From an optimization exercise on the open Yosys and OpenROAD flow, aimed at small area, a short achievable clock period and few clock cycles per item; shortcuts taken in it are not production practice. Only simulation tests tie the RTL to the original design; equivalence was not proved.

==> flow/design.v, too long to show whole: its modules and the start of the top module <==
// module mdc_input_decoder: 20 lines
// module mdc_fa: 5 lines
// module mdc_mul: 261 lines
// module mdc_mul_sub: 321 lines
// module mdc_mac_unit: 562 lines
// module mdc_top: 184 lines
module mdc_top (
    input  logic                        clk,
    input  logic                        rst_n,
    input  logic                        in_valid,
    input  logic [15-1:0]      in_data,
    input  logic [9-1:0] in_mode,
    output logic                        out_valid,
    output logic [207-1:0]       out_data
);
  // ...
==> flow/run.sh <==
#!/bin/bash
# synth_recipe.tcl (not shown) runs the flow's synth.tcl, then flattens the netlist and writes it again
# the make line also repeats each setting of config.mk as NAME=value (left out here)
make -C /OpenROAD-flow-scripts/flow DESIGN_CONFIG=/design/flow/config.mk WORK_HOME=/design/flow/orfs CLKGATE_MAP_FILE= SYNTH_SCRIPT=/design/flow/synth_recipe.tcl finish
==> flow/config.mk <==
export PLATFORM = sky130hd
export DESIGN_NAME = mdc_top
export DESIGN_NICKNAME = mdc_top
export VERILOG_FILES = /design/flow/design.v
export SDC_FILE = /design/flow/constraint.sdc
export NUM_CORES = 4
export LEC_CHECK = 0
export CAP_MARGIN = 20
export CORE_MARGIN = 2
export CORE_UTILIZATION = 40
export SLEW_MARGIN = 20
export SYNTH_HIERARCHICAL = 1
export SYNTH_MINIMUM_KEEP_SIZE = 0
==> flow/constraint.sdc <==
create_clock -name core_clock -period 20.0 [get_ports {clk}]
set_input_delay 4.0000 -clock core_clock [delete_from_list [all_inputs] [get_ports {clk}]]
set_output_delay 4.0000 -clock core_clock [all_outputs]
set_load 0.01 [all_outputs]
==> run_results.csv, run 1 <==
group,metric,value,unit
finish,num_antenna_cells,6,
place,placed_area,49400,um^2
clock_tree,clock_latency,640,ps
grt,grtUsageMet2,40.6,%
finish,top_regs,"res_q: 207 flops, d_q: 88 flops, r0_q: 44 flops",
min_path,min_path_type,"reg2reg",
route,drt_iter0_drc,3015,
timing,fin_crit,7580,ps
die,die_area,117000,um^2
setup_path,critPathCaptureType,"flop",
clock_tree,clkTransAtPathRegs,60,ps
grt,grt_remaining_overflow,0,
grt,grt_use_met1,32.2,%
finish,multi_input_area,30400,um^2
timing,slew_viol_final,0,
grt,grt_max_degree,104,
setup_path,crit_end,"res_q[141]",
clock_tree,cts.hold.buffers_added,0,
finish,seq-cell-share,27.2,%
grt,busiest_layer,"met2",
timing,layout_worst_path_cycle_share,37.9,%
clock_tree,clockBufferDepth,3,
route,top_layer,"met4",
die,fp.dieW,343,um
route,viasPerCell,5.57,
synth,ys.warnings.count,11,
setup_path,rrSetupSlack,12420,ps
die,io_pins,235,
die,rows,124,
grt,antenna_found_initial,6,
setup_path,start_kind,"flop",
status,outcome,"no timing/DRC/antenna violations",
route,drt_pass1_iterations,9,
timing,hold_viol,0,
grt,met3_usage,3.81,%
route,route.met2.wl,68.2,mm
die,start_util,40.2,%
clock_tree,tritoncts,"yes",
finish,final_cells,5629,
finish,multi_input_cells,3075,
timing,finalSetupViolCount,0,
finish,num-fill-cells,10600,
clock_tree,htree_levels,2,
setup_path,path_buf_inv,0,
Testbench counts, summed over its fixed seeds: cycles 42,002, matrices 2,400.
==> inputs of run 2 (changes only) <==
==> flow/flow/run.sh (new file) <==
#!/bin/bash
# Standard synthesis and layout, with the resizer's setup repair aimed at
# a tighter slack than the clock period alone asks for. Each tool's full
# output goes to a log file in this folder (ORFS keeps its per-step logs
# under orfs/logs as well).
set -euo pipefail
MARGIN=$(cat flow/margin.txt)
bash standard.sh SETUP_SLACK_MARGIN="$MARGIN" finish > flow_make.log 2>&1
==> flow/flow/margin.txt (new file) <==
13
==> flow/standard.sh (new file) <==
#!/bin/bash
# synth_recipe.tcl (not shown) runs the flow's synth.tcl, then flattens the netlist and writes it again
# the make line also repeats each setting of config.mk as NAME=value (left out here)
make -C /OpenROAD-flow-scripts/flow DESIGN_CONFIG=/design/flow/config.mk WORK_HOME=/design/flow/orfs CLKGATE_MAP_FILE= SYNTH_SCRIPT=/design/flow/synth_recipe.tcl "${@:-finish}"
removed: flow/run.sh
==> run 2 against run 1 <==
  * Still clean on timing, DRC and antenna
  * Critical path depth shrank 14
  * Final area grew 0.18%
  * Global-route usage is essentially flat
  * Final cell count is the same
  * Setup slack gained 740 ps
  * Register-to-register slack gained 820 ps
  * Sequential cell count is the same
  * Synthesized area is the same
  * Critical endpoint is now out_data[82]
  * Highest routed layer unchanged
==> run_results.csv, run 2 <==
group,metric,value,unit
timing,clock.fmax,0.146,GHz
route,wl_per_cell,25.2,um
setup_path,rrSetupSlack,13240,ps
route,drc_errors,0,
timing,whs,326,ps
route,detail-route-antenna-nets,0,
route,viasPerCell,5.58,
synth,syn_area,45900,um^2
clock_tree,cts.hold.buffers_added,0,
finish,fin_nets,4927,
clock_tree,clkTransAtPathRegs,60,ps
finish,area_growth,12.0,%
clock_tree,clock_latency,640,ps
clock_tree,clockBufferDepth,3,
route,wl,142,mm
job,drv_cap,0,
timing,tns,0,ps
finish,regMostFlops,"res_q",
setup_path,worst-path-stages,3,
setup_path,critical-path-top-delay-family,"buffers and inverters",
timing,setup_slack,13170,ps
die,start_util,40.2,%
finish,num-fill-cells,10600,
grt,grt_max_degree,104,
die,die_area,117000,um^2
setup_path,worstReg2RegStart,"c0_zs3",
clock_tree,root_buffer,"clkbuf_16",
clock_tree,htree_levels,2,
route,vias,31400,
clock_tree,cts.sinks,506,
grt,grt_remaining_overflow,0,
clock_tree,numCtsBuffers,55,
setup_path,required,16000,ps
place,dp_hpwl,110,mm
setup_path,path_buf_inv,2,
timing,slew_viol_final,0,
synth,ys.warnings.count,11,
die,fp.dieW,343,um
timing,rsz0062_at_grt,"false",
synth,syn_inst,3981,
setup_path,critPathKind,"reg2out",
timing,layout_worst_path_cycle_share,34.2,%
die,io_pins,235,
grt,grt_pass1_vias,33400,
die,dieHeight,343,um
setup_path,start_kind,"flop",
timing,slew-limit-headroom,28.5,%
setup_path,crit_end,"out_data[82]",
setup_path,path_cells,"buf_4, and2_1, clkdlybuf4s50_1",
finish,drive_above_1_share,10.0,%
grt,antenna_found_initial,6,
grt,grt_pass1_wl,215,mm
route,drt_iter0_drc,3063,
setup_path,worstReg2RegEnd,"res_q[141]",
die,rows,124,
setup_path,cp-startpoint,"ov_q[0]",
status,outcome,"no timing/DRC/antenna violations",
timing,clock_skew,42.0,ps
setup_path,worst_path_max_delay_cell,"dfrtp_4",
finish,layout_common_cells,"and2_1 (817), fa_1 (609), edfxtp_1 (362)",
grt,grt_use_total,24.4,%
finish,final_cells,5629,
place,place_congestion,0.929,
place,place_ws,12490,ps
die,design.core.area,114000,um^2
setup_path,slowest_delay,620,ps
place,port_buffers,234,
timing,hold_viol,0,
place,place_inst,5521,
timing,worst_slew_pin_slew,1060,ps
finish,largest_reg_flops,207,
setup_path,cp_max_fo,76,
clock_tree,tritoncts,"yes",
timing,finalSetupViolCount,0,
synth,syn_area_per_cell,11.5,um^2
timing,fin_crit,6830,ps
finish,top_regs,"res_q: 207 flops, d_q: 88 flops, r0_q: 44 flops",
setup_path,worstRegToRegCells,18,
setup_path,critPathCaptureType,"primary output",
finish,final_common_cell,"and2_1",
finish,final_core_util,45.1,%
min_path,min_path_type,"reg2reg",
setup_path,cp.arrival,2830,ps
route,drt_pass1_iterations,8,
run 2: cell type report:
type                    count  area (um^2)  area share [%]
clock inverters            37          433           0.842
well taps                1512         1890            3.68
clock buffers              65         1440            2.79
diodes                      6         15.0          0.0292
repair buffers            263         2570            4.99
inverters                 165          624            1.21
flip-flops and latches    506        13900            27.1
multi-input cells        3075        30500            59.3
run 2: metrics by stage:
| step | area (um^2) |
|---|---|
| floorplan | 45900 |
| detailed placement | 49400 |
| CTS | 51300 |
| global route | 51400 |
| finish | 51400 |
| global placement | 49400 |
run 2: worst min path at each step:
stage / startpoint / endpoint / slack, ps / depth (start not counted)
after floorplan: d_q[2][0] / d_q[3][0] / 310 / 0
after CTS: d_q[2][7] / d_q[3][7] / 330 / 0
after global placement: d_q[2][6] / d_q[3][6] / 310 / 0
after detailed placement: d_q[2][8] / d_q[3][8] / 310 / 0
final: d_q[2][3] / d_q[3][3] / 330 / 0
after global routing: d_q[2][8] / d_q[3][8] / 330 / 0
run 2: what timing repair did:
action / 4_1_cts / 5_1_grt
endpoints found under the setup margin: 74 / 76
gates resized for setup: 20 / 21
hold endpoints to repair: 0 / 0
pin swaps: 0 / 4
setup buffers: 0 / 0
run 2: layer usage:
layer	vias up	track usage, %	share of wire (%)
met5	-	0	0
met4	0	9.24	4.2
met3	246	3.76	6.6
met2	1114	40.6	48
met1	16300	32.2	41
li1	13800	-	-
==> inputs of run 3 (changes only) <==
==> flow/flow/margin.txt (replaced) <==
14
==> run 3 against run 2 <==
  * Setup slack improved by 530 ps
  * Synthesized area did not move
  * Worst hold slack improved by 0.66 ps
  * Non-clock buffer count rose by 281
  * Final area rose by 13%
  * Via count rose by 8.2%
  * Critical path type is now reg2reg
  * Critical endpoint is now res_q[90]
==> run_results.csv, run 3 <==
group,metric,value,unit
setup_path,cp_max_fo,8,
setup_path,slowest_delay,580,ps
route,detail-route-antenna-nets,0,
route,viasPerCell,5.72,
route,vias,34000,
job,drv_cap,0,
finish,drive_above_1_share,30.2,%
synth,syn_area_per_cell,11.5,um^2
timing,worst_slew_pin_slew,1150,ps
min_path,hold_depth,0,
clock_tree,clockBufferDepth,3,
setup_path,worst_path_max_delay_cell,"fa_1",
route,drt_pass1_iterations,8,
clock_tree,htree_levels,2,
grt,grt_pass1_vias,34800,
synth,ys.warnings.count,11,
timing,finalSetupViolCount,0,
setup_path,worstReg2RegEnd,"res_q[90]",
place,port_buffers,234,
synth,syn_area,45900,um^2
timing,clock.fmax,0.159,GHz
timing,slew-limit-headroom,23.1,%
finish,largest_reg_flops,207,
grt,antenna_found_initial,8,
setup_path,critical-path-top-delay-family,"adder cells",
die,start_util,40.2,%
setup_path,required,20480,ps
setup_path,critPathCaptureType,"flop",
setup_path,cp.arrival,6780,ps
setup_path,rrSetupSlack,13700,ps
place,placed_area,49400,um^2
clock_tree,clkTransAtPathRegs,70,ps
finish,regMostFlops,"res_q",
finish,design_area,58200,um^2
grt,grt_remaining_overflow,0,
setup_path,worstReg2RegStart,"c0_ym12",
place,dp_hpwl,110,mm
finish,layout_common_cells,"and2_1 (721), fa_1 (456), edfxtp_1 (362)",
die,fp.dieW,343,um
grt,grt_max_degree,57,
timing,whs,327,ps
setup_path,critPathKind,"reg2reg",
min_path,min_path_type,"reg2reg",
finish,fin_nets,5240,
route,wl_per_cell,26.7,um
die,design.core.area,114000,um^2
finish,final_common_cell,"and2_1",
clock_tree,cts.sinks,506,
timing,layout_worst_path_cycle_share,31.5,%
setup_path,crit_path_frequent_cell,"fa_1",
route,drt_iter0_drc,3243,
synth,syn_inst,3981,
timing,clock_skew,48.1,ps
route,drc_errors,0,
clock_tree,numCtsBuffers,55,
timing,rsz0062_at_grt,"true",
die,rows,124,
min_path,min_to,"d_q[3][3]",
setup_path,path_cells,"buf_6, buf_8, a222oi_1, inv_2, buf_6, and2_1, fa_2, fa_1, fa_2, fa_1, fa_1, ha_4, a21o_1, a2111o_1, o22ai_2, nand2_2, or2_4, a31oi_4, buf_12, nand2_8, o21ai_1",
grt,grt_use_total,25.9,%
min_path,min_from,"d_q[2][3]",
die,dieHeight,343,um
finish,top_regs,"res_q: 207 flops, d_q: 88 flops, r0_q: 44 flops",
timing,fin_crit,6300,ps
die,die_area,117000,um^2
grt,grt_pass1_wl,227,mm
setup_path,worstRegToRegCells,21,
timing,tns,0,ps
route,wl,159,mm
die,io_pins,235,
clock_tree,root_buffer,"clkbuf_16",
timing,hold_viol,0,
place,place_congestion,0.929,
clock_tree,tritoncts,"yes",
finish,area_growth,26.7,%
timing,slew_viol_final,0,
status,outcome,"no timing/DRC/antenna violations",
clock_tree,clock_latency,650,ps
setup_path,path_buf_inv,5,
setup_path,start_kind,"flop",
==> run 3: worst max-delay path by stage <==
stage                     cells after the start  slack (ps)  startpoint           end
after floorplan                              22       14040      c0_zs3     res_q[40]
after global placement                       17       12640      c0_xr0     res_q[99]
after detailed placement                     17       12490      c0_xr0     res_q[98]
after CTS                                     4       13750     ov_q[0]  out_data[82]
after global routing                         21       13550     c0_ym12    res_q[185]
final                                        21       13700     c0_ym12     res_q[90]
==> run 3: area by class of cell <==
class                      count  area (um^2)
inverter                     165          643
timing repair buffer         544         5670
sequential                   506        14000
fill                        9760        55900
tap                         1512         1890
clock buffer                  65         1440
timing repair inverter        16          110
antenna                        4         10.0
clock inverter                37          433
multi-input combinational   3091        34000
==> run 3: repair_timing <==
item / 4_1_cts / 5_1_grt
cloned: 30 / 27
pin swaps: 153 / 252
setup buffers: 135 / 121
hold buffers: 0 / 0
endpoints found under the setup margin: 413 / 349
resized for setup: 713 / 707
==> run 3: per-stage QoR <==
stage                     setup slack, ps  instances  util [%]
after CTS                           13750       5788      47.9
final                               13700       5940      51.0
after global routing                13550       5936      51.0
after floorplan                     14040       3994         -
after detailed placement            12490       5521      43.3
after global placement              12640       5520      43.3
==> run 3: per-layer routing <==
layer  global-route usage, %  wire length [um]  up-vias
met1                    33.6             61800    17700
met5                       0                38        -
met3                    4.70             13300      348
met4                    9.91              7260        6
li1                        -                 -    14400
met2                    43.0             76200     1551
==> inputs of run 4 (changes only) <==
==> flow/flow/margin.txt (replaced) <==
15
==> run 4 against run 3 <==
  * Still clean on timing, DRC and antenna
  * Final area up 6.9%
  * Setup slack lost 120 ps
  * Count of clock-buffer cells in the layout grew 5
  * Worst hold slack worse by 3.9 ps
  * Synthesized area is the same
  * Critical path depth fell by 1
  * Final cell count is 3.4% higher
  * Largest cell class unchanged
  * Highest routed layer unchanged
==> run_results.csv, run 4 <==
group,metric,value,unit
finish,num-fill-cells,9491,
clock_tree,root_buffer,"clkbuf_16",
timing,clock.fmax,0.156,GHz
job,drv_cap,0,
die,design.core.area,114000,um^2
clock_tree,clkTransAtPathRegs,60,ps
finish,regMostFlops,"res_q",
clock_tree,numCtsBuffers,55,
timing,slew-limit-headroom,22.6,%
min_path,min_path_type,"reg2reg",
place,port_buffers,234,
die,dieHeight,343,um
grt,grt_pass1_vias,36100,
timing,clock_skew,66.9,ps
grt,antenna_found_initial,8,
grt,grt_pass1_wl,236,mm
clock_tree,cts.sinks,506,
status,outcome,"no timing/DRC/antenna violations",
finish,largest_reg_flops,207,
route,detail-route-antenna-nets,0,
timing,layout_worst_path_cycle_share,32.1,%
finish,final_common_cell,"and2_1",
timing,hold_viol,0,
setup_path,required,20480,ps
die,start_util,40.2,%
setup_path,slowest_delay,820,ps
die,rows,124,
setup_path,critPathCaptureType,"flop",
route,vias,35100,
route,drt_iter0_drc,3056,
setup_path,critPathKind,"reg2reg",
min_path,hold_depth,0,
synth,syn_area,45900,um^2
finish,top_regs,"res_q: 207 flops, d_q: 88 flops, r0_q: 44 flops",
synth,ys.warnings.count,11,
die,io_pins,235,
finish,final_core_util,54.5,%
clock_tree,clockBufferDepth,3,
timing,tns,0,ps
timing,worst_slew_pin_slew,1160,ps
grt,grt_remaining_overflow,0,
setup_path,cp.arrival,6900,ps
place,dp_hpwl,109,mm
setup_path,worstRegToRegCells,20,
setup_path,crit_path_frequent_cell,"fa_1",
synth,syn_inst,3981,
setup_path,start_kind,"flop",
clock_tree,clock_latency,650,ps
clock_tree,htree_levels,2,
die,fp.dieW,343,um
route,drc_errors,0,
finish,area_growth,35.4,%
timing,finalSetupViolCount,0,
route,drt_pass1_iterations,7,
grt,grt_use_total,26.9,%
grt,grt_max_degree,59,
timing,fin_crit,6420,ps
clock_tree,tritoncts,"yes",
synth,syn_area_per_cell,11.5,um^2
finish,drive_above_1_share,42.7,%
setup_path,worst_path_max_delay_cell,"a222oi_1",
route,wl,165,mm
finish,layout_common_cells,"and2_1 (629), fa_1 (408), edfxtp_1 (362)",
timing,setup_slack,13580,ps
timing,slew_viol_final,0,
finish,fin_nets,5442,
route,viasPerCell,5.71,
route,wl_per_cell,26.9,um
setup_path,cp_max_fo,9,
place,place_congestion,0.965,
timing,rsz0062_at_grt,"true",
die,die_area,117000,um^2
place,place_ws,12800,ps
setup_path,path_cells,"buf_12, a222oi_1, inv_2, buf_6, and2_4, fa_1, fa_1, fa_1, fa_2, fa_2, ha_4, a21o_1, a2111o_1, o22ai_2, nand2_2, or2_4, a31oi_4, buf_12, nand2_8, o21ai_2",
-- run 4: cell types whose count changed in the layout (fill, tap and decap cells not counted), sizes merged, moves of 4 or more --
cell / previous run / this run
clkinvlp: 21 / 12
dlygate4sd2: 53 / 2
buf: 348 / 635
clkdlybuf4s50: 26 / 5
dlymetal6s2s: 84 / 18
mux2: 178 / 188
clkdlybuf4s15: 5 / 1
clkinv: 18 / 22
clkbuf: 91 / 153
inv: 172 / 165
-- run 4: area by class of cell --
class / count / area (um^2) / area share [%]
Antenna cell: 3 / 7.51 / 0.0121
Clock buffer: 70 / 1510 / 2.42
Clock inverter: 32 / 379 / 0.610
Inverter: 165 / 647 / 1.04
Multi-Input combinational cell: 3100 / 36200 / 58.3
Sequential cell: 506 / 14000 / 22.5
Tap cell: 1512 / 1890 / 3.04
Timing Repair Buffer: 745 / 7500 / 12.1
Timing Repair inverter: 8 / 57.6 / 0.0926
-- run 4: final timing paths --
| check | to | start | slack (ps) |
|---|---|---|---|
| worst min register to register | d_q[3][9] | d_q[2][9] | 320 |
| worst max register to register | res_q[202] | c0_ym12 | 13580 |
| worst max-delay path | res_q[202] | c0_ym12 | 13580 |
| min in group asynchronous | t_q[0] | rst_n | 3440 |
| max in group asynchronous | c1_ym23 | rst_n | 15950 |
| worst min-delay path | d_q[3][9] | d_q[2][9] | 320 |
-- run 4: critical path, delay by kind of cell (launching register included) --
kind                       cells  cell delay (ps)
buffers and inverters          4              620
and+or+nand+nor                4              660
AOI/OAI and AO/OA              6             1750
adders and majority gates      6             2740
DFF                            1              500
-- run 4: repair_timing --
action                                  4_1_cts  5_1_grt
resized for setup                           938     1069
pin swaps                                   237      233
endpoints found under the setup margin      594      524
cloned                                       36       30
setup buffers                               253      196
hold buffers                                  0        0
-- run 4: per-layer routing --
layer / global-route usage, % / share of wire, % / vias up
met4: 10.9 / 5.3 / 2
li1: - / - / 14900
met3: 3.87 / 6.9 / 351
met5: 0 / 0.0091 / -
met2: 45.6 / 49 / 1486
met1: 34.5 / 39 / 18400
-- run 4: through the flow --
| stage | hold slack [ps] | cells | area (um^2) |
|---|---|---|---|
| finish | 323 | 6141 | 62200 |
| floorplan | 310 | 3994 | 47400 |
| global route | 324 | 6139 | 62200 |
| global placement | 312 | 5521 | 50400 |
| detailed placement | 314 | 5521 | 50400 |
| CTS | 326 | 5912 | 58600 |
==> module mdc_top, before the edit <==
module mdc_top (
    input  logic                        clk,
    input  logic                        rst_n,
    input  logic                        in_valid,
    input  logic [15-1:0]      in_data,
    input  logic [9-1:0] in_mode,
    output logic                        out_valid,
    output logic [207-1:0]       out_data
);
    localparam int EW = 11;    
    localparam int MW = 22;             
    localparam int AW = 34;             
    logic [4:0] t_q;
    logic [4:0] t_nx;
    logic       det3_q;
    logic       start;
    logic       mode_det3;
    assign start = in_valid && (t_q == 5'd0 || t_q >= 5'd16);
    localparam int NOV = 16;
    logic [NOV-1:0] ov_q;
    logic           fin;
    assign fin = det3_q ? (t_q == 5'd17) : (t_q == 5'd16);
    always_comb begin
        t_nx = t_q;
        if (start) begin
            t_nx = 5'd1;
        end else if (t_q != 5'd0 && t_q < 5'd16) begin
            if (in_valid) t_nx = t_q + 5'd1;
        end else if (t_q >= 5'd16 && t_q != 5'd20) begin
            t_nx = t_q + 5'd1;
        end
    end
    always_ff @(posedge clk or negedge rst_n) begin
        if (!rst_n) begin
            t_q       <= 5'd0;
            out_valid <= 1'b0;
            ov_q      <= '0;
        end else begin
            t_q       <= t_nx;
            out_valid <= fin;
            ov_q      <= {NOV{fin}};
        end
    end
    always_ff @(posedge clk) begin
        if (start) det3_q <= mode_det3;
    end
    logic c_ma, c_mb, c_sh;
    logic c_m01, c_m12, c_m23, c_n02, c_n13;
    logic c0_xr0, c0_xr1, c0_xr2, c0_xd0, c0_ym01, c0_ym12, c0_yn02;
    logic c0_zs3, c0_zs1, c0_ws3, c0_ws1;
    logic c1_xr1, c1_xr2, c1_xr3, c1_xd0, c1_ym12, c1_ym23, c1_yn13;
    logic c1_zs2, c1_zs0, c1_ws2, c1_ws0;
    always_ff @(posedge clk or negedge rst_n) begin
        if (!rst_n) begin
            {c_ma, c_mb, c_sh, c_m01, c_m12, c_m23, c_n02, c_n13} <= '0;
            {c0_xr0, c0_xr1, c0_xr2, c0_xd0, c0_ym01, c0_ym12, c0_yn02} <= '0;
            {c0_zs3, c0_zs1, c0_ws3, c0_ws1} <= '0;
            {c1_xr1, c1_xr2, c1_xr3, c1_xd0, c1_ym12, c1_ym23, c1_yn13} <= '0;
            {c1_zs2, c1_zs0, c1_ws2, c1_ws0} <= '0;
        end else begin
            c_mb    <= det3_q && (t_nx == 5'd12 || t_nx == 5'd13);
            c_ma    <= det3_q && (t_nx == 5'd13 || t_nx == 5'd14);
            c_sh    <= !det3_q && (t_nx == 5'd6  || t_nx == 5'd7  || t_nx == 5'd8  ||
                                   t_nx == 5'd10 || t_nx == 5'd11 || t_nx == 5'd12 ||
                                   t_nx == 5'd14 || t_nx == 5'd15 || t_nx == 5'd16);
            c_m01   <= det3_q && t_nx == 5'd10;
            c_m12   <= det3_q && t_nx == 5'd11;
            c_m23   <= det3_q && t_nx == 5'd12;
            c_n02   <= det3_q && t_nx == 5'd13;
            c_n13   <= det3_q && t_nx == 5'd14;
            c0_xr2  <= t_nx == 5'd11;
            c0_xr0  <= t_nx == 5'd12;
            c0_xr1  <= t_nx == 5'd16;
            c0_xd0  <= t_nx == 5'd13 || t_nx == 5'd14 || t_nx == 5'd15;
            c0_ym01 <= t_nx == 5'd11 || t_nx == 5'd15;
            c0_ym12 <= t_nx == 5'd12 || t_nx == 5'd13;
            c0_yn02 <= t_nx == 5'd14 || t_nx == 5'd16;
            c0_zs3  <= t_nx == 5'd12 || t_nx == 5'd16;
            c0_zs1  <= t_nx == 5'd14 || t_nx == 5'd15;
            c0_ws3  <= det3_q && (t_nx == 5'd11 || t_nx == 5'd12 || t_nx == 5'd16);
            c0_ws1  <= det3_q && (t_nx == 5'd13 || t_nx == 5'd14 || t_nx == 5'd15);
            c1_xr3  <= t_nx == 5'd12;
            c1_xr1  <= t_nx == 5'd13;
            c1_xr2  <= t_nx == 5'd17;
            c1_xd0  <= t_nx == 5'd14 || t_nx == 5'd15 || t_nx == 5'd16;
            c1_ym12 <= t_nx == 5'd12 || t_nx == 5'd16;
            c1_ym23 <= t_nx == 5'd13 || t_nx == 5'd14;
            c1_yn13 <= t_nx == 5'd15 || t_nx == 5'd17;
            c1_zs2  <= t_nx == 5'd13 || t_nx == 5'd17;
            c1_zs0  <= t_nx == 5'd15 || t_nx == 5'd16;
            c1_ws2  <= det3_q && (t_nx == 5'd12 || t_nx == 5'd13 || t_nx == 5'd17);
            c1_ws0  <= det3_q && (t_nx == 5'd14 || t_nx == 5'd15 || t_nx == 5'd16);
        end
    end
    logic [EW-1:0] elem;
    logic [EW-1:0] mode_fix;
    mdc_input_decoder u_dec_data (.code(in_data), .data(elem));
    mdc_input_decoder u_dec_mode (
        .code ({in_mode, {(15 - 9){1'b0}}}),
        .data (mode_fix)
    );
    assign mode_det3 = mode_fix[EW - 5 + 1];
    logic signed [EW-1:0] d_q  [0:7];
    logic signed [EW-1:0] r0_q [0:3];
    always_ff @(posedge clk) begin
        d_q[0] <= elem;
        for (int i = 1; i <= 7; i++) d_q[i] <= d_q[i-1];
        if (start)                        r0_q[0] <= elem;
        if (in_valid && t_q == 5'd1)      r0_q[1] <= elem;
        if (in_valid && t_q == 5'd2)      r0_q[2] <= elem;
        if (in_valid && t_q == 5'd3)      r0_q[3] <= elem;
    end
    logic signed [EW-1:0] xa, ya, xb, yb;
    logic signed [MW-1:0] pb, pb_q;
    logic signed [MW-1:0] minor;
    assign xb = c_mb ? d_q[7] : d_q[3];
    assign yb = c_mb ? d_q[1] : d_q[0];
    assign xa = c_ma ? d_q[6] : d_q[5];
    assign ya = c_ma ? d_q[4] : d_q[0];
    mdc_mul     u_mul_b (.x(xb), .y(yb), .p(pb));
    mdc_mul_sub u_mul_a (.x(xa), .y(ya), .s(pb_q), .d(minor));
    always_ff @(posedge clk) begin
        pb_q <= pb;
    end
    logic signed [MW-1:0] m01_q, m12_q, m23_q, n02_q, n13_q;
    always_ff @(posedge clk) begin
        if (c_m01) m01_q <= minor;
        if (c_m12) m12_q <= minor;
        if (c_m23) m23_q <= minor;
        if (c_n02) n02_q <= minor;
        if (c_n13) n13_q <= minor;
    end
    logic [207-1:0] res_q;
    logic signed [AW-1:0] slot [0:3];
    always_comb begin
        for (int s = 0; s < 4; s++) begin
            slot[s] = res_q[s * 51 +: AW];
        end
    end
    logic signed [EW-1:0] x0;
    logic signed [MW-1:0] y0;
    logic signed [AW-1:0] z0, acc0;
    logic                 we0_s3, we0_s1;
    assign x0 = ({EW{c0_xr0}} & r0_q[0]) | ({EW{c0_xr1}} & r0_q[1]) |
                ({EW{c0_xr2}} & r0_q[2]) | ({EW{c0_xd0}} & d_q[0]);
    assign y0 = ({MW{c0_ym01}} & m01_q) | ({MW{c0_ym12}} & m12_q) |
                ({MW{c0_yn02}} & n02_q);
    assign z0 = ({AW{c0_zs3}} & slot[3]) | ({AW{c0_zs1}} & slot[1]);
    assign we0_s3 = c0_ws3;
    assign we0_s1 = c0_ws1;
    mdc_mac_unit u_mac0 (.x(x0), .y(y0), .z(z0), .acc(acc0));
    logic signed [EW-1:0] x1;
    logic signed [MW-1:0] y1;
    logic signed [AW-1:0] z1, acc1;
    logic                 we1_s2, we1_s0;
    assign x1 = ({EW{c1_xr1}} & r0_q[1]) | ({EW{c1_xr2}} & r0_q[2]) |
                ({EW{c1_xr3}} & r0_q[3]) | ({EW{c1_xd0}} & d_q[0]);
    assign y1 = ({MW{c1_ym12}} & m12_q) | ({MW{c1_ym23}} & m23_q) |
                ({MW{c1_yn13}} & n13_q);
    assign z1 = ({AW{c1_zs2}} & slot[2]) | ({AW{c1_zs0}} & slot[0]);
    assign we1_s2 = c1_ws2;
    assign we1_s0 = c1_ws0;
    mdc_mac_unit u_mac1 (.x(x1), .y(y1), .z(z1), .acc(acc1));
    logic sh_en;
    assign sh_en = c_sh;
    localparam int W3 = 51;
    localparam int W2 = 23;
    always_ff @(posedge clk) begin
        if (sh_en) begin
            res_q <= {res_q[207-W2-1:0], {(W2 - MW){minor[MW-1]}}, minor};
        end
        if (we1_s0) res_q[0*W3 +: W3] <= {{(W3 - AW){acc1[AW-1]}}, acc1};
        if (we0_s1) res_q[1*W3 +: W3] <= {{(W3 - AW){acc0[AW-1]}}, acc0};
        if (we1_s2) res_q[2*W3 +: W3] <= {{(W3 - AW){acc1[AW-1]}}, acc1};
        if (we0_s3) res_q[3*W3 +: W3] <= {{(W3 - AW){acc0[AW-1]}}, acc0};
    end
    logic [207-1:0] res_g;
    assign res_g = {det3_q ? 3'b000 : res_q[207-1 -: 3], res_q[207-4:0]};
    always_comb begin
        for (int b = 0; b < 207; b++) begin
            out_data[b] = ov_q[b % NOV] & res_g[b];
        end
    end
endmodule
==> inputs of run 5 (changes only) <==
--- a/flow/design.v
+++ b/flow/design.v
@@ -22,6 +22,33 @@
     assign data = {fixed[15 - 3], fixed[15 - 5 -: 3],
                    fixed[15 - 9 -: 7]};
 endmodule
+module mdc_syndrome (
+    input  logic [15-1:0] code,
+    output logic [3:0]             syn
+);
+    always_comb begin
+        syn = '0;
+        for (int p = 1; p <= 15; p++) begin
+            if (code[15 - p]) begin
+                syn = syn ^ 4'(p);
+            end
+        end
+    end
+endmodule
+module mdc_correct (
+    input  logic [15-1:0] code,
+    input  logic [3:0]             syn,
+    output logic [11-1:0] data
+);
+    logic [15-1:0] fixed;
+    always_comb begin
+        for (int p = 1; p <= 15; p++) begin
+            fixed[15 - p] = code[15 - p] ^ (syn == 4'(p));
+        end
+    end
+    assign data = {fixed[15 - 3], fixed[15 - 5 -: 3],
+                   fixed[15 - 9 -: 7]};
+endmodule
 `timescale 1ns/1ps
 module mdc_fa (input logic a, input logic b, input logic c,
                output logic s, output logic co);
@@ -1216,82 +1243,87 @@
             ov_q      <= {NOV{fin}};
         end
     end
+    logic [9-1:0] mraw_q;
     always_ff @(posedge clk) begin
-        if (start) det3_q <= mode_det3;
+        if (start) mraw_q <= in_mode;
+        det3_q <= mode_det3;
     end
+    logic [4:0] t_up;
+    assign t_up = t_q + 5'd1;
     logic c_ma, c_mb, c_sh;
     logic c_m01, c_m12, c_m23, c_n02, c_n13;
     logic c0_xr0, c0_xr1, c0_xr2, c0_xd0, c0_ym01, c0_ym12, c0_yn02;
     logic c0_zs3, c0_zs1, c0_ws3, c0_ws1;
     logic c1_xr1, c1_xr2, c1_xr3, c1_xd0, c1_ym12, c1_ym23, c1_yn13;
     logic c1_zs2, c1_zs0, c1_ws2, c1_ws0;
-    always_ff @(posedge clk or negedge rst_n) begin
-        if (!rst_n) begin
-            {c_ma, c_mb, c_sh, c_m01, c_m12, c_m23, c_n02, c_n13} <= '0;
-            {c0_xr0, c0_xr1, c0_xr2, c0_xd0, c0_ym01, c0_ym12, c0_yn02} <= '0;
-            {c0_zs3, c0_zs1, c0_ws3, c0_ws1} <= '0;
-            {c1_xr1, c1_xr2, c1_xr3, c1_xd0, c1_ym12, c1_ym23, c1_yn13} <= '0;
-            {c1_zs2, c1_zs0, c1_ws2, c1_ws0} <= '0;
-        end else begin
-            c_mb    <= det3_q && (t_nx == 5'd12 || t_nx == 5'd13);
-            c_ma    <= det3_q && (t_nx == 5'd13 || t_nx == 5'd14);
-            c_sh    <= !det3_q && (t_nx == 5'd6  || t_nx == 5'd7  || t_nx == 5'd8  ||
-                                   t_nx == 5'd10 || t_nx == 5'd11 || t_nx == 5'd12 ||
-                                   t_nx == 5'd14 || t_nx == 5'd15 || t_nx == 5'd16);
-            c_m01   <= det3_q && t_nx == 5'd10;
-            c_m12   <= det3_q && t_nx == 5'd11;
-            c_m23   <= det3_q && t_nx == 5'd12;
-            c_n02   <= det3_q && t_nx == 5'd13;
-            c_n13   <= det3_q && t_nx == 5'd14;
-            c0_xr2  <= t_nx == 5'd11;
-            c0_xr0  <= t_nx == 5'd12;
-            c0_xr1  <= t_nx == 5'd16;
-            c0_xd0  <= t_nx == 5'd13 || t_nx == 5'd14 || t_nx == 5'd15;
-            c0_ym01 <= t_nx == 5'd11 || t_nx == 5'd15;
-            c0_ym12 <= t_nx == 5'd12 || t_nx == 5'd13;
-            c0_yn02 <= t_nx == 5'd14 || t_nx == 5'd16;
-            c0_zs3  <= t_nx == 5'd12 || t_nx == 5'd16;
-            c0_zs1  <= t_nx == 5'd14 || t_nx == 5'd15;
-            c0_ws3  <= det3_q && (t_nx == 5'd11 || t_nx == 5'd12 || t_nx == 5'd16);
-            c0_ws1  <= det3_q && (t_nx == 5'd13 || t_nx == 5'd14 || t_nx == 5'd15);
-            c1_xr3  <= t_nx == 5'd12;
-            c1_xr1  <= t_nx == 5'd13;
-            c1_xr2  <= t_nx == 5'd17;
-            c1_xd0  <= t_nx == 5'd14 || t_nx == 5'd15 || t_nx == 5'd16;
-            c1_ym12 <= t_nx == 5'd12 || t_nx == 5'd16;
-            c1_ym23 <= t_nx == 5'd13 || t_nx == 5'd14;
-            c1_yn13 <= t_nx == 5'd15 || t_nx == 5'd17;
-            c1_zs2  <= t_nx == 5'd13 || t_nx == 5'd17;
-            c1_zs0  <= t_nx == 5'd15 || t_nx == 5'd16;
-            c1_ws2  <= det3_q && (t_nx == 5'd12 || t_nx == 5'd13 || t_nx == 5'd17);
-            c1_ws0  <= det3_q && (t_nx == 5'd14 || t_nx == 5'd15 || t_nx == 5'd16);
+    always_ff @(posedge clk) begin
+        begin
+            c_mb    <= det3_q && (t_up == 5'd12 || t_up == 5'd13);
+            c_ma    <= det3_q && (t_up == 5'd13 || t_up == 5'd14);
+            c_sh    <= !det3_q && (t_up == 5'd6  || t_up == 5'd7  || t_up == 5'd8  ||
+                                   t_up == 5'd10 || t_up == 5'd11 || t_up == 5'd12 ||
+                                   t_up == 5'd14 || t_up == 5'd15 || t_up == 5'd16);
+            c_m01   <= det3_q && t_up == 5'd10;
+            c_m12   <= det3_q && t_up == 5'd11;
+            c_m23   <= det3_q && t_up == 5'd12;
+            c_n02   <= det3_q && t_up == 5'd13;
+            c_n13   <= det3_q && t_up == 5'd14;
+            c0_xr2  <= t_up == 5'd11;
+            c0_xr0  <= t_up == 5'd12;
+            c0_xr1  <= t_up == 5'd16;
+            c0_xd0  <= t_up == 5'd13 || t_up == 5'd14 || t_up == 5'd15;
+            c0_ym01 <= t_up == 5'd11 || t_up == 5'd15;
+            c0_ym12 <= t_up == 5'd12 || t_up == 5'd13;
+            c0_yn02 <= t_up == 5'd14 || t_up == 5'd16;
+            c0_zs3  <= t_up == 5'd12 || t_up == 5'd16;
+            c0_zs1  <= t_up == 5'd14 || t_up == 5'd15;
+            c0_ws3  <= det3_q && (t_up == 5'd11 || t_up == 5'd12 || t_up == 5'd16);
+            c0_ws1  <= det3_q && (t_up == 5'd13 || t_up == 5'd14 || t_up == 5'd15);
+            c1_xr3  <= t_up == 5'd12;
+            c1_xr1  <= t_up == 5'd13;
+            c1_xr2  <= t_up == 5'd17;
+            c1_xd0  <= t_up == 5'd14 || t_up == 5'd15 || t_up == 5'd16;
+            c1_ym12 <= t_up == 5'd12 || t_up == 5'd16;
+            c1_ym23 <= t_up == 5'd13 || t_up == 5'd14;
+            c1_yn13 <= t_up == 5'd15 || t_up == 5'd17;
+            c1_zs2  <= t_up == 5'd13 || t_up == 5'd17;
+            c1_zs0  <= t_up == 5'd15 || t_up == 5'd16;
+            c1_ws2  <= det3_q && (t_up == 5'd12 || t_up == 5'd13 || t_up == 5'd17);
+            c1_ws0  <= det3_q && (t_up == 5'd14 || t_up == 5'd15 || t_up == 5'd16);
         end
     end
-    logic [EW-1:0] elem;
-    logic [EW-1:0] mode_fix;
-    mdc_input_decoder u_dec_data (.code(in_data), .data(elem));
+    logic [15-1:0] raw_q;
+    logic [3:0]             syn_d, syn_q;
+    logic [EW-1:0]          elem;
+    logic [EW-1:0]          mode_fix;
+    mdc_syndrome u_syn (.code(in_data), .syn(syn_d));
+    always_ff @(posedge clk) begin
+        raw_q <= in_data;
+        syn_q <= syn_d;
+    end
+    mdc_correct u_cor (.code(raw_q), .syn(syn_q), .data(elem));
     mdc_input_decoder u_dec_mode (
-        .code ({in_mode, {(15 - 9){1'b0}}}),
+        .code ({mraw_q, {(15 - 9){1'b0}}}),
         .data (mode_fix)
     );
     assign mode_det3 = mode_fix[EW - 5 + 1];
-    logic signed [EW-1:0] d_q  [0:7];
+    logic signed [EW-1:0] d_q  [1:7];
     logic signed [EW-1:0] r0_q [0:3];
     always_ff @(posedge clk) begin
-        d_q[0] <= elem;
-        for (int i = 1; i <= 7; i++) d_q[i] <= d_q[i-1];
-        if (start)                        r0_q[0] <= elem;
-        if (in_valid && t_q == 5'd1)      r0_q[1] <= elem;
-        if (in_valid && t_q == 5'd2)      r0_q[2] <= elem;
-        if (in_valid && t_q == 5'd3)      r0_q[3] <= elem;
+        d_q[1] <= elem;
+        for (int i = 2; i <= 7; i++) d_q[i] <= d_q[i-1];
+        if (t_q == 5'd1) r0_q[0] <= elem;
+        if (t_q == 5'd2) r0_q[1] <= elem;
+        if (t_q == 5'd3) r0_q[2] <= elem;
+        if (t_q == 5'd4) r0_q[3] <= elem;
     end
     logic signed [EW-1:0] xa, ya, xb, yb;
     logic signed [MW-1:0] pb, pb_q;
     logic signed [MW-1:0] minor;
     assign xb = c_mb ? d_q[7] : d_q[3];
-    assign yb = c_mb ? d_q[1] : d_q[0];
+    assign yb = c_mb ? d_q[1] : elem;
     assign xa = c_ma ? d_q[6] : d_q[5];
-    assign ya = c_ma ? d_q[4] : d_q[0];
+    assign ya = c_ma ? d_q[4] : elem;
     mdc_mul     u_mul_b (.x(xb), .y(yb), .p(pb));
     mdc_mul_sub u_mul_a (.x(xa), .y(ya), .s(pb_q), .d(minor));
     always_ff @(posedge clk) begin
@@ -1317,7 +1349,7 @@
     logic signed [AW-1:0] z0, acc0;
     logic                 we0_s3, we0_s1;
     assign x0 = ({EW{c0_xr0}} & r0_q[0]) | ({EW{c0_xr1}} & r0_q[1]) |
-                ({EW{c0_xr2}} & r0_q[2]) | ({EW{c0_xd0}} & d_q[0]);
+                ({EW{c0_xr2}} & r0_q[2]) | ({EW{c0_xd0}} & elem);
     assign y0 = ({MW{c0_ym01}} & m01_q) | ({MW{c0_ym12}} & m12_q) |
                 ({MW{c0_yn02}} & n02_q);
     assign z0 = ({AW{c0_zs3}} & slot[3]) | ({AW{c0_zs1}} & slot[1]);
@@ -1329,7 +1361,7 @@
     logic signed [AW-1:0] z1, acc1;
     logic                 we1_s2, we1_s0;
     assign x1 = ({EW{c1_xr1}} & r0_q[1]) | ({EW{c1_xr2}} & r0_q[2]) |
-                ({EW{c1_xr3}} & r0_q[3]) | ({EW{c1_xd0}} & d_q[0]);
+                ({EW{c1_xr3}} & r0_q[3]) | ({EW{c1_xd0}} & elem);
     assign y1 = ({MW{c1_ym12}} & m12_q) | ({MW{c1_ym23}} & m23_q) |
                 ({MW{c1_yn13}} & n13_q);
     assign z1 = ({AW{c1_zs2}} & slot[2]) | ({AW{c1_zs0}} & slot[0]);
==> flow/flow/margin.txt (replaced) <==
13
==> run 5 against run 4 <==
  * Still clean on timing, DRC and antenna
  * Final area fell by 16%
  * Routed wire length fell by 15%
  * Worst hold slack got worse by 3.4 ps
  * Fmax fell by 5.3%
  * First-iteration DRC count fell by 13%
  * Sequential share of layout area rose by 4.8 points
  * Via count fell by 11%
  * Utilization fell by 9.0 points
  * Clock skew fell by 38 ps
  * Critical path type is now reg2out
==> run_results.csv, run 5 <==
group,metric,value,unit
timing,slew_viol_final,0,
setup_path,cp.arrival,2780,ps
die,rows,124,
finish,layout_common_cells,"and2_1 (820), fa_1 (609), edfxtp_1 (370)",
setup_path,critPathCaptureType,"primary output",
setup_path,path_cells,"buf_12, and2_1, clkdlybuf4s50_1",
timing,clock.fmax,0.147,GHz
finish,fin_nets,4944,
route,viasPerCell,5.56,
setup_path,cp-startpoint,"ov_q[0]",
synth,syn_area_per_cell,11.6,um^2
setup_path,critical-path-top-delay-family,"buffers and inverters",
route,route.met2.wl,68.0,mm
route,vias,31400,
setup_path,start_kind,"flop",
grt,antenna_found_initial,4,
route,drt_iter0_drc,2662,
grt,grt_remaining_overflow,0,
timing,clock_skew,28.4,ps
setup_path,worstReg2RegEnd,"res_q[180]",
setup_path,worstReg2RegStart,"c0_ym01",
die,dieHeight,343,um
route,drt_pass1_iterations,10,
clock_tree,numCtsBuffers,58,
setup_path,required,16000,ps
route,wl_met1,57.0,mm
route,top_layer,"met5",
die,fp.dieW,343,um
synth,syn_inst,3979,
finish,final_core_util,45.5,%
clock_tree,root_buffer,"clkbuf_16",
setup_path,worst-path-stages,3,
timing,tns,0,ps
timing,worst_slew_pin_slew,1050,ps
synth,syn_area,46000,um^2
route,met3WireLength,9.81,mm
timing,rsz0062_at_grt,"false",
die,io_pins,235,
route,wl_per_cell,24.9,um
die,die_area,118000,um^2
route,wl,141,mm
timing,hold_viol,0,
route,detail-route-antenna-nets,0,
min_path,hold_depth,0,
grt,grt_use_total,23.7,%
job,drv_cap,0,
finish,drive_above_1_share,10.8,%
place,port_buffers,234,
place,dp_hpwl,105,mm
grt,grt_pass1_wl,210,mm
clock_tree,htree_levels,2,
status,outcome,"no timing/DRC/antenna violations",
setup_path,slowest_delay,720,ps
finish,largest_reg_flops,207,
clock_tree,cts.hold.buffers_added,0,
setup_path,path_buf_inv,2,
place,place_congestion,0.923,
route,drc_errors,0,
timing,setup_slack,13220,ps
finish,top_regs,"res_q: 207 flops, d_q: 77 flops, r0_q: 44 flops",
die,design.core.area,114000,um^2
timing,layout_worst_path_cycle_share,33.9,%
finish,num-fill-cells,10600,
clock_tree,clkTransAtPathRegs,60,ps
finish,area_growth,13.0,%
place,place_ws,12230,ps
grt,grt_max_degree,149,
clock_tree,tritoncts,"yes",
setup_path,critPathKind,"reg2out",
clock_tree,clock_latency,660,ps
timing,finalSetupViolCount,0,
timing,fin_crit,6780,ps
synth,ys.warnings.count,13,
setup_path,crit_end,"out_data[84]",
clock_tree,clockBufferDepth,3,
finish,regMostFlops,"res_q",
setup_path,rrSetupSlack,13220,ps
setup_path,worstRegToRegCells,16,
grt,grt_pass1_vias,33000,
timing,slew-limit-headroom,29.8,%
die,start_util,40.3,%
clock_tree,cts.sinks,519,
setup_path,worst_path_max_delay_cell,"dfrtp_4",
min_path,min_path_type,"reg2reg",
finish,final_common_cell,"and2_1",
setup_path,cp_max_fo,148,
run 5: cell count changes in the layout (fill, tap and decap cells not counted), sizes merged, moves of 17 or more:
cell | previous run | this run
clkdlybuf4s50 | 5 | 234
dfrtp | 34 | 6
clkbuf | 153 | 78
dlymetal6s2s | 18 | 0
buf | 635 | 44
nor3 | 53 | 36
dfxtp | 110 | 143
run 5: through the flow:
stage                     area, um^2  instances  hold slack [ps]
after floorplan                46000       3992              310
after global placement         49500       5516              310
after detailed placement       49500       5516              314
after global routing           51900       5640              321
final                          52000       5643              319
after CTS                      51500       5623              316
run 5: cell type report:
type                    instances  area, um^2  share of cell area, %
repair buffers                279        2720                   5.24
clock inverters                30         330                  0.636
inverters                     160         601                   1.16
multi-input cells            3063       30700                   59.0
well taps                    1512        1890                   3.64
flip-flops and latches        519       14100                   27.2
diodes                          3        7.51                 0.0145
clock buffers                  77        1600                   3.07
run 5: worst min path at each step:
| stage | startpoint | end | slack [ps] |
|---|---|---|---|
| after floorplan | d_q[2][0] | d_q[3][0] | 310 |
| after global placement | d_q[2][10] | d_q[3][10] | 310 |
| after detailed placement | d_q[2][1] | d_q[3][1] | 310 |
| after CTS | d_q[2][6] | d_q[3][6] | 320 |
| after global routing | d_q[2][6] | d_q[3][6] | 320 |
| final | d_q[2][6] | d_q[3][6] | 320 |
run 5: worst reg2reg max path, stage by stage (launching register included):
cell and delay [ps]:
dfxtp_1 300, buf_4 220, a222oi_1 890, inv_2 310
and2_1 290, fa_1 480, fa_1 540, fa_1 460
fa_1 520, fa_1 440, ha_1 370, or2_1 260
a21oi_1 180, a21oi_1 140, or3_1 480, a211oi_1 490
mux2_2 270
run 5: repair_timing:
action / CTS / global route
resized for setup: 32 / 59
setup endpoints to repair: 288 / 259
buffers inserted: 0 / 11
pin swaps: 4 / 17
gates cloned: 0 / 5
run 5: per-layer routing:
layer	up-vias	global-route usage, %
met5	-	0
met2	1146	39.7
met3	221	3.66
met4	4	8.21
li1	13800	-
met1	16200	31.2
Testbench counts of run 5, summed over its fixed seeds: cycles 42,002, matrices 2,400.
==> inputs of run 6 (changes only) <==
==> flow/flow/margin.txt (replaced) <==
13.5
--- a/flow/config.mk
+++ b/flow/config.mk
@@ -7,7 +7,8 @@
 export LEC_CHECK = 0
 export CAP_MARGIN = 20
 export CORE_MARGIN = 2
-export CORE_UTILIZATION = 40
+export CORE_UTILIZATION = 65
+export GPL_TIMING_DRIVEN = 1
 export SLEW_MARGIN = 20
 export SYNTH_HIERARCHICAL = 1
 export SYNTH_MINIMUM_KEEP_SIZE = 0
==> run 6 against run 5 <==
  * Non-clock buffer count up 67
  * Synthesized cell count is the same
  * Via count is 7.9% higher
  * Setup slack gained 280 ps
  * First-iteration DRC count increased by 47%
  * Global-route usage increased by 16 points
  * Clock skew up 0.54 ps
  * Critical endpoint is now res_q[73]
  * Highest routed layer unchanged
==> run_results.csv, run 6 <==
group,metric,value,unit
timing,slew_viol_final,0,
setup_path,start_kind,"flop",
setup_path,critPathCaptureType,"flop",
route,drt_pass1_iterations,12,
route,wl_per_cell,29.0,um
timing,fin_crit,6500,ps
timing,tns,0,ps
finish,top_regs,"res_q: 207 flops, d_q: 77 flops, r0_q: 44 flops",
setup_path,required,20380,ps
timing,worst_slew_pin_slew,1220,ps
die,dieHeight,270,um
clock_tree,htree_levels,2,
route,viasPerCell,6.56,
place,place_inst,4933,
setup_path,cp.arrival,6880,ps
grt,grt_max_degree,107,
place,dp_hpwl,104,mm
clock_tree,clock_latency,640,ps
grt,grt_pass1_wl,216,mm
timing,layout_worst_path_cycle_share,32.5,%
synth,syn_area,46000,um^2
timing,hold_viol,0,
synth,syn_inst,3979,
route,detail-route-antenna-nets,0,
finish,num-fill-cells,4503,
die,design.core.area,70000,um^2
finish,final_common_cell,"and2_1",
grt,grt_pass1_vias,34900,
place,place_congestion,1.00,
setup_path,cp_max_fo,12,
status,outcome,"no timing/DRC/antenna violations",
timing,slew-limit-headroom,18.3,%
synth,syn_area_per_cell,11.6,um^2
finish,fin_nets,5030,
finish,layout_common_cells,"and2_1 (795), fa_1 (586), edfxtp_1 (370)",
die,die_area,72900,um^2
synth,ys.warnings.count,13,
job,drv_cap,0,
grt,antenna_found_initial,5,
finish,multi_input_area,32200,um^2
min_path,min_path_type,"reg2reg",
clock_tree,clockBufferDepth,3,
grt,grt_remaining_overflow,0,
die,start_util,65.7,%
finish,ff_latch_area,14200,um^2
route,drt_iter0_drc,3923,
finish,area_growth,16.2,%
clock_tree,numCtsBuffers,55,
grt,grt_use_total,39.6,%
clock_tree,cts.sinks,519,
finish,final_cells,5159,
clock_tree,tritoncts,"yes",
finish,regMostFlops,"res_q",
die,io_pins,235,
place,placed_area,48700,um^2
route,vias,33800,
finish,drive_above_1_share,17.5,%
setup_path,critPathKind,"reg2reg",
place,port_buffers,234,
finish,design_area,53400,um^2
clock_tree,clkTransAtPathRegs,70,ps
timing,clock_skew,28.9,ps
finish,largest_reg_flops,207,
clock_tree,root_buffer,"clkbuf_16",
die,fp.dieW,270,um
route,wl,150,mm
timing,rsz0062_at_grt,"true",
die,rows,97,
timing,clock.fmax,0.154,GHz
route,drc_errors,0,
timing,finalSetupViolCount,0,
## run 6: layer usage
metal / global-route usage (%) / part of all wire (%)
met5: 0 / 0.012
met4: 22.7 / 7.6
met3: 7.33 / 10
met2: 64.5 / 47
met1: 50.0 / 35
## run 6: metrics by stage
stage                     utilization [%]  hold WS [ps]  setup WS, ps
after global placement               69.5           313         12470
after global routing                 76.3           333         13360
after floorplan                         -           310         13850
after detailed placement             69.6           314         12240
final                                76.3           314         13500
after CTS                            73.7           328         13430
## run 6: worst max-delay path, cell delays in order, from the launching register on
cell and delay, ps:
dfxtp_4 380, nand4b_1 330, xnor2_4 290, a22oi_2 190, buf_6 170, nand2_4 130
and2_1 210, fa_1 430, fa_1 460, fa_1 580, fa_1 450, fa_1 580
ha_2 330, and4_1 220, and3_1 180, a21boi_2 230, nand2_2 180, a311oi_2 370
nor2_1 210, mux2_2 300
## run 6: repair_timing
action | 4_1_cts | 5_1_grt
hold buffers | 0 | 0
endpoints found under the setup margin | 357 | 165
buffers inserted | 37 | 52
cloned | 12 | 15
resized for setup | 142 | 281
pin swaps | 38 | 69
## run 6: path summary, 6_finish.rpt
path	from	slack, ps	cells after the start	to
min reg2reg	d_q[2][5]	310	0	d_q[3][5]
max	syn_q[1]	13500	19	res_q[73]
min	d_q[2][5]	310	0	d_q[3][5]
min in group asynchronous	rst_n	3600	1	t_q[1]
max in group asynchronous	rst_n	16160	1	ov_q[0]
max reg2reg	syn_q[1]	13500	19	res_q[73]
## run 6: cell type report
type | count | area share, %
diodes | 5 | 0.0234
inverters | 160 | 1.12
repair buffers | 346 | 6.39
well taps | 940 | 2.20
clock buffers | 70 | 2.88
flip-flops and latches | 519 | 26.5
clock inverters | 34 | 0.670
multi-input cells | 3085 | 60.2
==> inputs of run 7 (changes only) <==
==> flow/flow/run.sh (replaced) <==
#!/bin/bash
# Standard synthesis and layout, with two changes to how the layout is
# made: the ports get plain buffers (buf_2) instead of the delay-cell
# buffers buffer_ports picks by default, and the resizer's setup repair
# aims at a tighter slack than the clock period alone asks for. Each
# tool's full output goes to a log file in this folder (ORFS keeps its
# per-step logs under orfs/logs as well).
set -euo pipefail
MARGIN=$(cat flow/margin.txt)
bash standard.sh SETUP_SLACK_MARGIN="$MARGIN" \
    BUFFER_PORTS_ARGS="-buffer_cell sky130_fd_sc_hd__buf_2" finish > flow_make.log 2>&1
--- a/flow/config.mk
+++ b/flow/config.mk
@@ -7,8 +7,7 @@
 export LEC_CHECK = 0
 export CAP_MARGIN = 20
 export CORE_MARGIN = 2
-export CORE_UTILIZATION = 65
-export GPL_TIMING_DRIVEN = 1
+export CORE_UTILIZATION = 40
 export SLEW_MARGIN = 20
 export SYNTH_HIERARCHICAL = 1
 export SYNTH_MINIMUM_KEEP_SIZE = 0
==> run 7 against run 6 <==
  * Still clean
  * Synthesized cell count stayed put
  * Synthesized area is the same
  * Non-clock buffer count fell by 7
  * Count of clock-buffer cells in the layout rose by 11
  * Die area increased by 61%
  * Critical endpoint is now res_q[82]
  * First-iteration DRC count down 24%
  * Critical path type unchanged
  * Via count shrank 4.3%
==> run_results.csv, run 7 <==
group,metric,value,unit
setup_path,cp_max_fo,22,
route,vias,32400,
grt,antenna_found_initial,5,
grt,grt_use_total,24.2,%
setup_path,required,20410,ps
place,port_buffers,234,
route,drt_pass1_iterations,8,
setup_path,critPathKind,"reg2reg",
synth,syn_area,46000,um^2
finish,final_core_util,46.2,%
place,dp_hpwl,104,mm
die,start_util,40.3,%
timing,fin_crit,6450,ps
setup_path,start_kind,"flop",
grt,grt_pass1_vias,33000,
timing,worst_slew_pin_slew,1070,ps
clock_tree,clkTransAtPathRegs,60,ps
timing,clock_skew,40.1,ps
clock_tree,clock_latency,660,ps
setup_path,critPathCaptureType,"flop",
clock_tree,cts.hold.buffers_added,0,
route,drc_errors,0,
grt,grt_remaining_overflow,0,
clock_tree,cts.sinks,519,
route,wl,149,mm
timing,whs,326,ps
timing,finalSetupViolCount,0,
grt,grt_pass1_wl,213,mm
timing,clock.fmax,0.155,GHz
timing,setup_slack,13550,ps
die,design.core.area,114000,um^2
timing,layout_worst_path_cycle_share,32.2,%
finish,area_growth,14.6,%
clock_tree,clockBufferDepth,3,
route,wl_per_cell,26.1,um
timing,slew-limit-headroom,28.3,%
timing,hold_viol,0,
timing,rsz0062_at_grt,"true",
status,outcome,"no timing/DRC/antenna violations",
finish,design_area,52700,um^2
clock_tree,root_buffer,"clkbuf_16",
timing,tns,0,ps
synth,syn_inst,3979,
die,rows,124,
place,place_congestion,0.927,
min_path,min_path_type,"reg2reg",
clock_tree,tritoncts,"yes",
route,drt_iter0_drc,2981,
finish,drive_above_1_share,22.1,%
synth,syn_area_per_cell,11.6,um^2
clock_tree,htree_levels,2,
synth,ys.warnings.count,13,
clock_tree,numCtsBuffers,56,
job,drv_cap,0,
die,fp.dieW,343,um
place,place_ws,12350,ps
place,placed_area,48300,um^2
route,viasPerCell,5.67,
finish,top_regs,"res_q: 207 flops, d_q: 77 flops, r0_q: 44 flops",
finish,regMostFlops,"res_q",
die,io_pins,235,
timing,slew_viol_final,0,
die,dieHeight,343,um
die,die_area,118000,um^2
finish,layout_common_cells,"and2_1 (804), fa_1 (592), edfxtp_1 (370)",
route,detail-route-antenna-nets,0,
grt,grt_max_degree,136,
setup_path,cp.arrival,6860,ps
finish,largest_reg_flops,207,
finish,final_common_cell,"and2_1",
finish,fin_nets,5020,
==> run 7: through the flow <==
step	std cells
2_1_floorplan	3992
3_3_place_gp	5516
3_5_place_dp	5517
4_1_cts	5645
5_1_grt	5713
6_report	5714
==> run 7: metal layers <==
layer | routed length (um) | global-route usage, %
met1 | 59800 | 32.3
met2 | 71300 | 40.6
met3 | 10200 | 3.00
met4 | 7650 | 8.77
met5 | 28 | 0
==> run 7: timing repair <==
item                                    4_1_cts  5_1_grt
pin swaps                                    26       80
gates cloned                                  9       16
resized for setup                           123      286
buffers inserted                             17       52
endpoints found under the setup margin      307      287
==> run 7: worst max-delay path: stages, from the launching register on <==
cell and delay (ps):
dfxtp_1 310, buf_6 170, a222oi_1 860, inv_2 30
buf_4 200, and2_1 180, fa_1 580, fa_1 450
fa_1 580, fa_2 470, fa_2 400, ha_4 280
a21o_1 200, a21o_1 210, a22o_1 230, o31a_1 340
mux2i_1 160, nand4_1 220, mux2_2 330
==> run 7: path summary, 6_finish.rpt <==
kind / from / cells past startpoint / slack (ps) / endpoint
max: c0_ym12 / 18 / 13550 / res_q[82]
min: d_q[2][6] / 0 / 330 / d_q[3][6]
max reg2reg: c0_ym12 / 18 / 13550 / res_q[82]
min reg2reg: d_q[2][6] / 0 / 330 / d_q[3][6]
max in group asynchronous: rst_n / 1 / 16660 / ov_q[0]
min in group asynchronous: rst_n / 1 / 3170 / t_q[1]
==> run 7: cell type report <==
class,instances,area [um^2]
multi-input combinational,3081,32000
antenna,1,2.50
timing repair buffer,339,2210
inverter,160,601
sequential,519,14200
clock inverter,21,178
tap,1512,1890
fill,10500,61500
clock buffer,81,1610
==> inputs of run 8 (changes only) <==
==> flow/flow/margin.txt (replaced) <==
13
==> run 8 against run 7 <==
  * Non-clock buffer count is 61 lower
  * Die area did not move
  * Via count shrank 2.6%
  * Final cell count is 1.4% lower
  * Still clean on timing, DRC and antenna
  * Highest routed layer unchanged
  * Worst hold slack about the same
  * Register-to-register slack worse by 430 ps
  * Critical endpoint is now res_q[180]
==> run_results.csv, run 8 <==
group,metric,value,unit
place,place_congestion,0.927,
route,vias,31500,
grt,grt_pass1_vias,32700,
finish,num-fill-cells,10700,
grt,met3_usage,2.59,%
die,fp.dieW,343,um
finish,num_antenna_cells,0,
route,drt_iter0_drc,2686,
setup_path,cp.arrival,7410,ps
finish,final_common_cell,"and2_1",
min_path,hold_depth,0,
timing,finalSetupViolCount,0,
place,placed_area,48300,um^2
grt,grt_use_met1,31.6,%
die,start_util,40.3,%
setup_path,critPathKind,"reg2reg",
clock_tree,htree_levels,2,
route,wl_per_cell,24.6,um
setup_path,worstReg2RegStart,"c0_ym12",
route,drt_pass1_iterations,6,
finish,regMostFlops,"res_q",
setup_path,worstRegToRegCells,16,
timing,rsz0062_at_grt,"true",
timing,tns,0,ps
synth,syn_area_per_cell,11.6,um^2
clock_tree,root_buffer,"clkbuf_16",
timing,fin_crit,6880,ps
timing,clock.fmax,0.145,GHz
timing,worst_slew_pin_slew,1040,ps
setup_path,cp_max_fo,22,
setup_path,required,20530,ps
clock_tree,cts.hold.buffers_added,0,
min_path,min_path_type,"reg2reg",
clock_tree,cts.sinks,519,
die,io_pins,235,
grt,grt_use_total,23.4,%
timing,layout_worst_path_cycle_share,34.4,%
die,rows,124,
timing,hold_viol,0,
synth,syn_inst,3979,
route,wl,139,mm
finish,layout_common_cells,"and2_1 (820), fa_1 (609), edfxtp_1 (370)",
clock_tree,clockBufferDepth,3,
job,drv_cap,0,
min_path,min_from,"d_q[2][6]",
grt,grt_pass1_wl,208,mm
finish,drive_above_1_share,16.1,%
clock_tree,tritoncts,"yes",
route,detail-route-antenna-nets,0,
min_path,min_to,"d_q[3][6]",
die,design.core.area,114000,um^2
timing,slew_viol_final,0,
clock_tree,numCtsBuffers,56,
setup_path,worstReg2RegEnd,"res_q[180]",
setup_path,critPathCaptureType,"flop",
clock_tree,clock_latency,660,ps
finish,design_area,50600,um^2
place,port_buffers,234,
place,place_ws,12350,ps
finish,fin_nets,4940,
clock_tree,clkTransAtPathRegs,60,ps
route,drc_errors,0,
synth,syn_area,46000,um^2
finish,top_regs,"res_q: 207 flops, d_q: 77 flops, r0_q: 44 flops",
timing,setup_slack,13120,ps
grt,grt_remaining_overflow,0,
grt,busiest_layer,"met2",
route,viasPerCell,5.60,
finish,final_core_util,44.3,%
grt,grtUsageMet2,39.6,%
finish,largest_reg_flops,207,
status,outcome,"no timing/DRC/antenna violations",
die,die_area,118000,um^2
grt,grt_max_degree,136,
finish,area_growth,10.1,%
setup_path,start_kind,"flop",
synth,ys.warnings.count,13,
timing,clock_skew,42.4,ps
place,dp_hpwl,104,mm
setup_path,rrSetupSlack,13120,ps
timing,slew-limit-headroom,30.2,%
die,dieHeight,343,um
grt,antenna_found_initial,4,
==> run 8: cell types whose count changed in the layout (fill, tap and decap cells not counted), moves of 14 or more <==
cell     delta
nand2_8    -14
o21ai_2    -24
ha_1       +26
a22oi_2    -27
ha_4       -17
fa_2       -17
and2_1     +16
and2_4     -16
buf_4      -38
a22oi_1    +27
o21ai_0    +43
o21ai_1    -19
fa_1       +17
==> run 8: worst max path at each step <==
stage	start	end	slack, ps
floorplan	syn_q[2]	res_q[33]	13850
global placement	syn_q[0]	res_q[50]	12530
detailed placement	syn_q[3]	res_q[92]	12350
CTS	c0_ym12	res_q[200]	13000
global route	c1_xr3	res_q[96]	12970
finish	c0_ym12	res_q[180]	13120
==> run 8: area by class of cell <==
class,count,area (um^2),area share (%)
Clock buffer,81,1610,3.18
Clock inverter,21,178,0.351
Inverter,160,601,1.19
Multi-Input combinational cell,3062,30700,60.6
Sequential cell,519,14100,27.9
Tap cell,1512,1890,3.74
Timing Repair Buffer,278,1530,3.03
==> run 8: what timing repair did <==
action                     CTS  global route
setup endpoints to repair  135           115
buffers inserted             2             8
hold endpoints to repair     0             0
pin swaps                    3            15
resized for setup           34            47
cloned                       0             4
==> run 8: worst max-delay path: stages (launching register included) <==
cell,delay [ps]
dfxtp_1,300
buf_4,220
a222oi_1,890
inv_2,350
and2_1,290
fa_1,560
fa_1,460
fa_1,450
fa_1,520
fa_1,440
ha_1,370
or2_1,260
a21oi_1,190
a21oi_1,140
or3_1,470
a211oi_1,560
mux2_2,290
==> run 8: routing by layer <==
layer | share of wire, % | vias to the layer above
li1 | - | 13700
met1 | 42 | 16500
met2 | 48 | 1104
met3 | 6.1 | 237
met4 | 4.0 | 4
met5 | 0.020 | -
==> run 8: through the flow <==
stage                     cells  hold slack [ps]
after global routing       5633              335
after global placement     5516              313
final                      5633              326
after detailed placement   5517              312
after CTS                  5621              322
after floorplan            3992              310

-- re-timing with driven ports --
The results above use ideal ports. As a check the final layouts listed here were re-extracted and re-timed, cells and wires unchanged.
Step 1 (the two cells are an assumption about what drives the block):
set clk [get_ports {clk}]
set_driving_cell -lib_cell sky130_fd_sc_hd__clkbuf_16 $clk
set_driving_cell -lib_cell sky130_fd_sc_hd__buf_2 [delete_from_list [all_inputs] $clk]
Step 2 moves the port delays by t, midway between the first and last clock arrival at a register: inputs arrive t later, outputs are due t later. That takes back most of the time a late clock gives input paths.
a / b / c = no drivers / after step 1 / after step 2; a / b = the first two.
run	t, ns	slack for setup (ns)	worst register clock-pin slew, ns
run 1	0.691	12.421 / 12.421 / 12.421	0.07 / 0.07
run 2	0.691	13.165 / 13.091 / 13.239	0.07 / 0.07
run 3	0.696	13.696 / 13.696 / 13.428	0.07 / 0.07
run 4	0.687	13.576 / 13.576 / 13.576	0.07 / 0.07
run 5	0.720	13.218 / 13.145 / 13.223	0.07 / 0.07
run 6	0.693	13.502 / 13.470 / 13.502	0.07 / 0.07
run 7	0.716	13.552 / 13.552 / 13.552	0.07 / 0.07
run 8	0.718	13.119 / 13.119 / 13.119	0.07 / 0.07
After both steps setup and hold are still met in every run listed. The setup slack of run 3, which loses most, moves by 0.000 ns with the drivers and by -0.268 ns with both steps.
